This is an optimization exercise on Yosys and OpenROAD, whose aim is small area, not a production implementation. At most, simulation tests tie the RTL to the original design; equivalence was not proved. Power and IR drop assume default switching activity.

// calc_top
module calc_top
(
    input  logic        clk,
    input  logic        iRST_n,
    input  logic [7:0]  key_byte,
    input  logic        key_valid,
    output logic [41:0] seg,
    output logic [23:0] display_bcd
);
For scale: about 77 I/O pins.
Settings: LEC_CHECK=0, CAP_MARGIN=20, CORE_MARGIN=2, CORE_UTILIZATION=60, SLEW_MARGIN=20; clock period 80.0 ns.
standard.sh (not shown) runs the stock make flow with config.mk's settings and CLKGATE_MAP_FILE= SYNTH_SCRIPT=/design/flow/synth_recipe.tcl, a recipe that flattens the netlist after the stock synthesis.
==> flow/flow/run.sh <==
#!/bin/bash
# Own layout flow: the standard flow, with
#  - the combinational logic of the standard synthesis re-mapped by ABC for
#    area (every register kept as it is, by name and cell), and the result
#    checked against the standard netlist by a Yosys equivalence proof;
#  - ports buffered with the smallest buffer;
#  - a clock tree of smaller buffers without dummy loads.
# Each tool's output goes to a log file of its own in this folder.
set -euo pipefail
HERE=$(pwd)
R=$HERE/orfs/results/$FLOW_PLATFORM/calc_top/base
LIB=$FLOW_HOME/platforms/$FLOW_PLATFORM/lib/sky130_fd_sc_hd__tt_025C_1v80.lib
DONT_USE=$(sed -n '/DONT_USE_CELLS += /,/^$/p' $FLOW_HOME/platforms/$FLOW_PLATFORM/config.mk \
           | tr -d '\\' | sed 's/export DONT_USE_CELLS += //' | tr -s ' \n' ' ')

# 1. standard synthesis
bash standard.sh synth > 1_standard_synth.log 2>&1

# 2. area re-mapping of the combinational logic, kept only if proven equal
cp $R/1_2_yosys.v $HERE/synth_standard.v
export RS_LIB=$LIB RS_TOP=$FLOW_TOP RS_DONT_USE="$DONT_USE"
best=""
best_area=""
for s in $(ls $HERE/flow/*.abc | sort); do
  n=$(basename $s .abc)
  if RS_IN=$HERE/synth_standard.v RS_OUT=$HERE/resyn_$n.v RS_SCRIPT=$s \
       yosys -c $HERE/flow/resyn.tcl > 2_resyn_$n.log 2>&1 &&
     EQ_A=$HERE/synth_standard.v EQ_B=$HERE/resyn_$n.v \
       yosys -c $HERE/flow/eqv.tcl > 2_equiv_$n.log 2>&1; then
    a=$(awk '/Chip area/ {print $NF}' $HERE/resyn_$n.v.stat)
    echo "$n $a" >> 2_resyn_areas.log
    if [[ -z "$best" ]] || awk -v a="$a" -v b="$best_area" 'BEGIN {exit !(a < b)}'; then
      best=$n; best_area=$a
    fi
  else
    echo "$n failed" >> 2_resyn_areas.log
  fi
done
std_area=$(awk '/Chip area/ {print $NF}' $R/../../../../reports/$FLOW_PLATFORM/calc_top/base/synth_stat.txt)
echo "standard $std_area, best ${best:-none} ${best_area:-}" >> 2_resyn_areas.log
if [[ -n "$best" ]] && awk -v a="$best_area" -v b="$std_area" 'BEGIN {exit !(a < b)}'; then
  cp $HERE/resyn_$best.v $R/1_2_yosys.v
  touch $R/1_2_yosys.v
fi

# 3. the rest of the standard flow
export BUFFER_PORTS_ARGS="-buffer_cell sky130_fd_sc_hd__buf_1"
export CTS_ARGS="$(cat $HERE/flow/cts_args.txt)"
bash standard.sh finish > 3_standard_finish.log 2>&1
Other scripts of this flow, unchanged in this note and not shown: flow/flow/cts_args.txt, flow/flow/eqv.tcl, flow/flow/resyn.tcl, flow/flow/s1.abc, flow/flow/s2.abc, flow/flow/s3.abc, flow/flow/s4.abc
The baseline ran to the end with no violations.
Edit:
--- a/flow/design.v
+++ b/flow/design.v
@@ -201,25 +201,25 @@
     localparam logic [3:0] SQ_FMT   = 4'd14;   
     logic [23:0] dr, er, fr;
     logic [2:0]  ph;
     logic        act;
     logic [3:0]  seq;
     logic [1:0]  state;
     logic [1:0]  op;
     logic        skip;
-    logic        err, sgn, odd_q;    
+    logic        err, sgn, movf, odd_q;
     logic        c_q, c_dbl;
     logic [4:0]  cnt;
     wire [3:0] d0 = dr[3:0];
     wire [3:0] e0 = er[3:0];
     wire [3:0] f0 = fr[3:0];
     wire [3:0] f1 = fr[7:4];
-    wire       st0 = !ph[2] && !ph[0];
-    wire       st5 = ph[2] && !ph[1];
+    wire       st0 = (ph == 3'd0);
+    wire       st5 = (ph == 3'd5);
     wire       running = (seq != SQ_NONE) && (st0 || act);
     wire       cnt_zero = (cnt == 5'd0);
     wire is_sub = (op == calc_pkg::OP_SUB);
     wire is_mul = (op == calc_pkg::OP_MUL);
     wire is_div = (op == calc_pkg::OP_DIV);
     logic       k_dig, k_op, k_back, k_space, k_enter;
     logic [3:0] k_digit;
     logic [1:0] k_opc;
@@ -351,17 +351,17 @@
                     f_in    = fh_s;
                     d_en    = 1'b1;
                     d_in    = dd_s;
                 end
                 SQ_FMT: begin
                     d_en = 1'b1;
                     if (err)
                         d_in = st0 ? 4'hE : 4'h0;
-                    else if (sgn && is_sub && st5)
+                    else if (sgn && st5)
                         d_in = 4'hF;
                     else
                         d_in = e0;
                 end
                 default: ;
             endcase
         end else begin
             if (ev_back) begin
@@ -383,17 +383,17 @@
         if (!iRST_n) begin
             ph    <= 3'd0;
             act   <= 1'b0;
             seq   <= SQ_CLEAR;
             state <= calc_pkg::ST_IDLE;
             op    <= calc_pkg::OP_ADD;
             skip  <= 1'b0;
         end else begin
-            ph  <= {ph[1:0], !ph[2]};
+            ph  <= st5 ? 3'd0 : ph + 3'd1;
             act <= running && !st5;
             if (key_valid)
                 skip <= (key_byte == 8'hF0);
             if (running) begin
                 if (st5) begin
                     case (seq)
                         SQ_SETUP: begin
                             if (is_mul)
@@ -443,50 +443,48 @@
                         op    <= calc_pkg::OP_ADD;
                         seq   <= SQ_CLEAR;
                     end
                 end
             end
         end
     end
     always_ff @(posedge clk) begin
-        c_q   <= (seq == SQ_P1 || (seq == SQ_SETUP && is_div)) ? cmp_bo : a_co;
-        c_dbl <= dd_co;
-    end
-    always_ff @(posedge clk) begin
         if (!running) begin
             if (take && k_enter && in_second) begin
                 err  <= is_div && d_zero;
-                sgn  <= 1'b0;
+                movf <= 1'b0;
                 cnt  <= is_mul ? 5'd19 : 5'd0;
             end
         end else begin
+            c_q   <= (seq == SQ_P1 || (seq == SQ_SETUP && is_div)) ? cmp_bo : a_co;
+            c_dbl <= dd_co;
             if (st0)
                 odd_q <= f0[0];
             if (st5) begin
                 case (seq)
-                    SQ_SETUP: if (is_sub) sgn <= !a_co;
+                    SQ_SETUP: sgn <= is_sub && !a_co;
                     SQ_P1: cnt <= cnt + 5'd1;
                     SQ_P2F, SQ_P2: begin
                         sgn <= !a_co;
                         if (!cnt_zero)
                             cnt <= cnt - 5'd1;
                     end
                     SQ_A1: begin
                         if (is_sub)
                             err <= sgn && (a_s != 4'd0);
                         else
                             err <= a_co;
                     end
                     SQ_MUL: begin
                         cnt <= cnt - 5'd1;
-                        if (a_co || (odd && sgn))
+                        if (a_co || (odd && movf))
                             err <= 1'b1;
                         if (dd_co)
-                            sgn <= 1'b1;
+                            movf <= 1'b1;
                     end
                     default: ;
                 endcase
             end
         end
     end
     display_sel u_display_sel (
         .shown (dr),
Outcome:
- clock skew went down by 0.0094 ns
- global-route usage came out lower by 2.4 points
- worst setup slack improves by 0.11 ns
- die area goes up by 0.68%
- worst hold slack gains 0.011 ns
Function not checked in the second run of this note: the RTL went through the layout flow alone.

* * *

Another version of the RTL of calc_top (not shown whole).
Size: roughly 4400 um^2 of cells after synthesis.
export LEC_CHECK = 0
export CAP_MARGIN = 20
export CORE_MARGIN = 2
export CORE_UTILIZATION = 60
export SLEW_MARGIN = 20
create_clock -name core_clock -period 80.0 [get_ports {clk}]
==> flow/flow/run.sh <==
#!/bin/bash
# Own layout flow: the standard flow, with
#  - the combinational logic of the standard synthesis re-mapped by ABC for
#    area (every register kept as it is, by name and cell), and the result
#    checked against the standard netlist by a Yosys equivalence proof;
#  - ports buffered with the smallest buffer;
#  - a clock tree of smaller buffers without dummy loads.
# Each tool's output goes to a log file of its own in this folder.
set -euo pipefail
HERE=$(pwd)
R=$HERE/orfs/results/$FLOW_PLATFORM/calc_top/base
LIB=$FLOW_HOME/platforms/$FLOW_PLATFORM/lib/sky130_fd_sc_hd__tt_025C_1v80.lib
DONT_USE=$(sed -n '/DONT_USE_CELLS += /,/^$/p' $FLOW_HOME/platforms/$FLOW_PLATFORM/config.mk \
           | tr -d '\\' | sed 's/export DONT_USE_CELLS += //' | tr -s ' \n' ' ')

# 1. standard synthesis
bash standard.sh synth > 1_standard_synth.log 2>&1

# 2. area re-mapping of the combinational logic, kept only if proven equal
cp $R/1_2_yosys.v $HERE/synth_standard.v
export RS_LIB=$LIB RS_TOP=$FLOW_TOP RS_DONT_USE="$DONT_USE"
best=""
best_area=""
for s in $(ls $HERE/flow/*.abc | sort); do
  n=$(basename $s .abc)
  ( RS_IN=$HERE/synth_standard.v RS_OUT=$HERE/resyn_$n.v RS_SCRIPT=$s \
      timeout 1200 yosys -c $HERE/flow/resyn.tcl > 2_resyn_$n.log 2>&1 &&
    EQ_A=$HERE/synth_standard.v EQ_B=$HERE/resyn_$n.v \
      timeout 1200 yosys -c $HERE/flow/eqv.tcl > 2_equiv_$n.log 2>&1 &&
    touch $HERE/resyn_$n.ok ) || true &
done
wait
for s in $(ls $HERE/flow/*.abc | sort); do
  n=$(basename $s .abc)
  if [[ -f $HERE/resyn_$n.ok ]]; then
    a=$(awk '/Chip area/ {print $NF}' $HERE/resyn_$n.v.stat)
    echo "$n $a" >> 2_resyn_areas.log
    if [[ -z "$best" ]] || awk -v a="$a" -v b="$best_area" 'BEGIN {exit !(a < b)}'; then
      best=$n; best_area=$a
    fi
  else
    echo "$n failed" >> 2_resyn_areas.log
  fi
done
std_area=$(awk '/Chip area/ {print $NF}' $R/../../../../reports/$FLOW_PLATFORM/calc_top/base/synth_stat.txt)
echo "standard $std_area, best ${best:-none} ${best_area:-}" >> 2_resyn_areas.log
if [[ -n "$best" ]] && awk -v a="$best_area" -v b="$std_area" 'BEGIN {exit !(a < b)}'; then
  cp $HERE/resyn_$best.v $R/1_2_yosys.v
  touch $R/1_2_yosys.v
fi

# 3. the rest of the standard flow
export BUFFER_PORTS_ARGS="-buffer_cell sky130_fd_sc_hd__buf_1"
export CTS_ARGS="$(cat $HERE/flow/cts_args.txt)"
bash standard.sh finish > 3_standard_finish.log 2>&1
Other scripts of this flow, unchanged in this note and not shown: flow/flow/cts_args.txt, flow/flow/eqv.tcl, flow/flow/resyn.tcl, flow/flow/s1.abc, flow/flow/s2.abc, flow/flow/s3.abc, flow/flow/s4.abc, flow/flow/s5.abc, flow/flow/s6.abc, flow/flow/s7.abc
The baseline completed without violations.
==> next run, changes <==
--- a/flow/design.v
+++ b/flow/design.v
@@ -191,13 +191,14 @@
     localparam logic [3:0] SQ_SWAP  = 4'd3;    
     localparam logic [3:0] SQ_SETUP = 4'd7;    
     localparam logic [3:0] SQ_P1    = 4'd10;   
     localparam logic [3:0] SQ_P2F   = 4'd8;    
     localparam logic [3:0] SQ_P2    = 4'd12;    
     localparam logic [3:0] SQ_FIN   = 4'd13;   
-    localparam logic [3:0] SQ_A1    = 4'd9;   
+    localparam logic [3:0] SQ_A1    = 4'd9;    
+    localparam logic [3:0] SQ_NEG   = 4'd11;   
     localparam logic [3:0] SQ_MUL   = 4'd14;   
     localparam logic [3:0] SQ_FMT   = 4'd6;   
     logic [23:0] dr, er, fr;
     logic [2:0]  ph;
     logic        act;
     logic [3:0]  seq;
@@ -288,23 +289,16 @@
                 SQ_SWAP: begin
                     d_en = 1'b1;
                     d_in = e0;
                     e_in = d0;
                 end
                 SQ_SETUP: begin
-                    f_in    = d0;
-                    d_en    = 1'b1;
-                    y_src_d = 1'b1;
-                    y_inv   = 1'b1;
-                    ci0     = 1'b1;
-                    if (is_mul) begin
-                        d_in = e0;           
-                        e_in = 4'd0;
-                    end else begin
-                        d_in = d0;
-                    end
+                    f_in = d0;
+                    d_en = 1'b1;
+                    d_in = e0;
+                    e_in = 4'd0;
                 end
                 SQ_P1: begin
                     y_src_dd = 1'b1;         
                     y_inv    = 1'b1;
                     ci0      = 1'b1;
                     f_in = d0;               
@@ -327,19 +321,27 @@
                     e_in   = a_s;
                     d_en   = 1'b1;
                     d_in   = dd_s;
                     dd_ci  = st0 ? !sgn : c_dbl;
                 end
                 SQ_A1: begin
+                    d_en    = 1'b1;
+                    d_in    = d0;
+                    y_src_d = 1'b1;
                     if (is_sub) begin
-                        x_inv = sgn;
-                        y_inv = !sgn;
+                        y_inv = 1'b1;
                         ci0   = 1'b1;
                     end
                     e_in = a_s;
                 end
+                SQ_NEG: begin
+                    x_inv  = 1'b1;
+                    y_zero = 1'b1;
+                    ci0    = 1'b1;
+                    e_in   = a_s;
+                end
                 SQ_MUL: begin
                     y_src_d = 1'b1;
                     y_zero  = !odd;
                     e_in    = a_s;
                     f_in    = fh_s;
                     d_en    = 1'b1;
@@ -375,31 +377,26 @@
     always_ff @(posedge clk or negedge iRST_n) begin
         if (!iRST_n) begin
             ph    <= 3'd0;
             act   <= 1'b0;
             seq   <= SQ_CLEAR;
             state <= calc_pkg::ST_IDLE;
-            op    <= calc_pkg::OP_ADD;
             skip  <= 1'b0;
         end else begin
             ph  <= {ph[1:0], !ph[2]};
             act <= running && !st5;
             if (key_valid)
                 skip <= (key_byte == 8'hF0);
             if (running) begin
                 if (st5) begin
                     case (seq)
-                        SQ_SETUP: begin
-                            if (is_mul)
-                                seq <= SQ_MUL;
-                            else
-                                seq <= SQ_A1;
-                        end
+                        SQ_SETUP: seq <= SQ_MUL;
                         SQ_P1:  seq <= more ? SQ_P1 : SQ_P2F;
                         SQ_P2F, SQ_P2: seq <= cnt_zero ? SQ_FIN : SQ_P2;
-                        SQ_A1:  seq <= SQ_FMT;
+                        SQ_A1:  seq <= (is_sub && !a_co) ? SQ_NEG : SQ_FMT;
+                        SQ_NEG: seq <= SQ_FMT;
                         SQ_MUL: seq <= cnt_zero ? SQ_FMT : SQ_MUL;
                         default: seq <= SQ_NONE;
                     endcase
                 end
             end else if (take) begin
                 if (k_dig) begin
@@ -407,41 +404,47 @@
                         seq <= SQ_ROT5;
                         if (in_idle)
                             state <= calc_pkg::ST_FIRST;
                     end
                 end else if (k_op) begin
                     if (in_first) begin
-                        op    <= k_opc;
                         state <= calc_pkg::ST_SECOND;
                         seq   <= SQ_SWAP;      
                     end
                 end else if (k_back) begin
                     if (in_first && d_up_zero)
                         state <= calc_pkg::ST_IDLE;
                     if (in_second && d_up_zero) begin
                         state <= calc_pkg::ST_FIRST;
-                        op    <= calc_pkg::OP_ADD;
                         seq   <= SQ_SWAP;      
                     end
                 end else if (k_space) begin
                     if (in_result && is_div && !err)
                         seq <= SQ_SWAP;
                 end else if (k_enter) begin
                     if (in_second) begin
                         state <= calc_pkg::ST_RESULT;
-                        seq   <= !is_div ? SQ_SETUP : (d_zero ? SQ_FMT : SQ_P1);
+                        if (is_mul)
+                            seq <= SQ_SETUP;
+                        else if (is_div)
+                            seq <= d_zero ? SQ_FMT : SQ_P1;
+                        else
+                            seq <= SQ_A1;
                     end else begin
                         state <= calc_pkg::ST_IDLE;
-                        op    <= calc_pkg::OP_ADD;
                         seq   <= SQ_CLEAR;
                     end
                 end
             end
         end
     end
     always_ff @(posedge clk) begin
+        if (take && k_op && in_first)
+            op <= k_opc;
+    end
+    always_ff @(posedge clk) begin
         c_q   <= a_co;
         c_dbl <= dd_co;
     end
     always_ff @(posedge clk) begin
         if (!running) begin
             if (take && k_enter && in_second) begin
@@ -451,25 +454,25 @@
             end
         end else begin
             if (st0)
                 odd_q <= f0[0];
             if (st5) begin
                 case (seq)
-                    SQ_SETUP: if (is_sub) sgn <= !a_co;
                     SQ_P1: cnt <= cnt + 5'd1;
                     SQ_P2F, SQ_P2: begin
                         sgn <= !a_co;
                         if (!cnt_zero)
                             cnt <= cnt - 5'd1;
                     end
                     SQ_A1: begin
                         if (is_sub)
-                            err <= sgn && (a_s != 4'd0);
+                            sgn <= !a_co;
                         else
                             err <= a_co;
                     end
+                    SQ_NEG: err <= (a_s != 4'd0);
                     SQ_MUL: begin
                         cnt <= cnt - 5'd1;
                         if (a_co || (odd && sgn))
                             err <= 1'b1;
                         if (dd_co)
                             sgn <= 1'b1;
Design area went down by 0.54%.
Wire length went down by 6.6%.
Non-clock buffer count does not change.
Synthesized cell count falls by 2.0%.
Register-to-register slack gets worse by 70 ps.
Area after synthesis shrinks by 0.60%.
Power climbs by 140%.
Maximum frequency is lower by 2.0%.
Utilization increases by 1.9 points.
Clock-buffer cell count does not change.
First-iteration DRC count grows by 8.0%.
Worst setup slack degrades by 370 ps.
Combinational power is higher to 7.6 times its value.
Worst hold slack gets worse by 3.7 ps.

static timing again, ports no longer ideal:
No port has a modelled driver above. Below, the same layouts with a new extraction and two added sets of constraints.
Step 1 assumes that a clkbuf_16 drives the clock port and a buf_2 every other input.
Step 2 times the ports against the registers' clock, not the clock port: input delays grow and output delays shrink by t, the midpoint of the rising clock arrivals with the driver on.
a / b / c = ideal / step 1 / step 2; a / b = the first two.
run | t (ns) | setup WS [ns] | clock arrival spread, ns
the first run of note 1 | 0.390 | 61.356 / 61.366 / 60.976 | 0.033 / 0.033
the second run of note 1 | 0.386 | 61.463 / 61.474 / 61.088 | 0.024 / 0.024
the first run of note 2 | 0.387 | 61.786 / 61.799 / 61.412 | 0.026 / 0.026
the second run of note 2 | 0.372 | 61.414 / 61.419 / 61.047 | 0.036 / 0.036
After both steps every run listed still meets setup and hold. The setup slack of the first run of note 1, which loses most, moves by +0.010 ns with the drivers and by -0.380 ns with both steps.
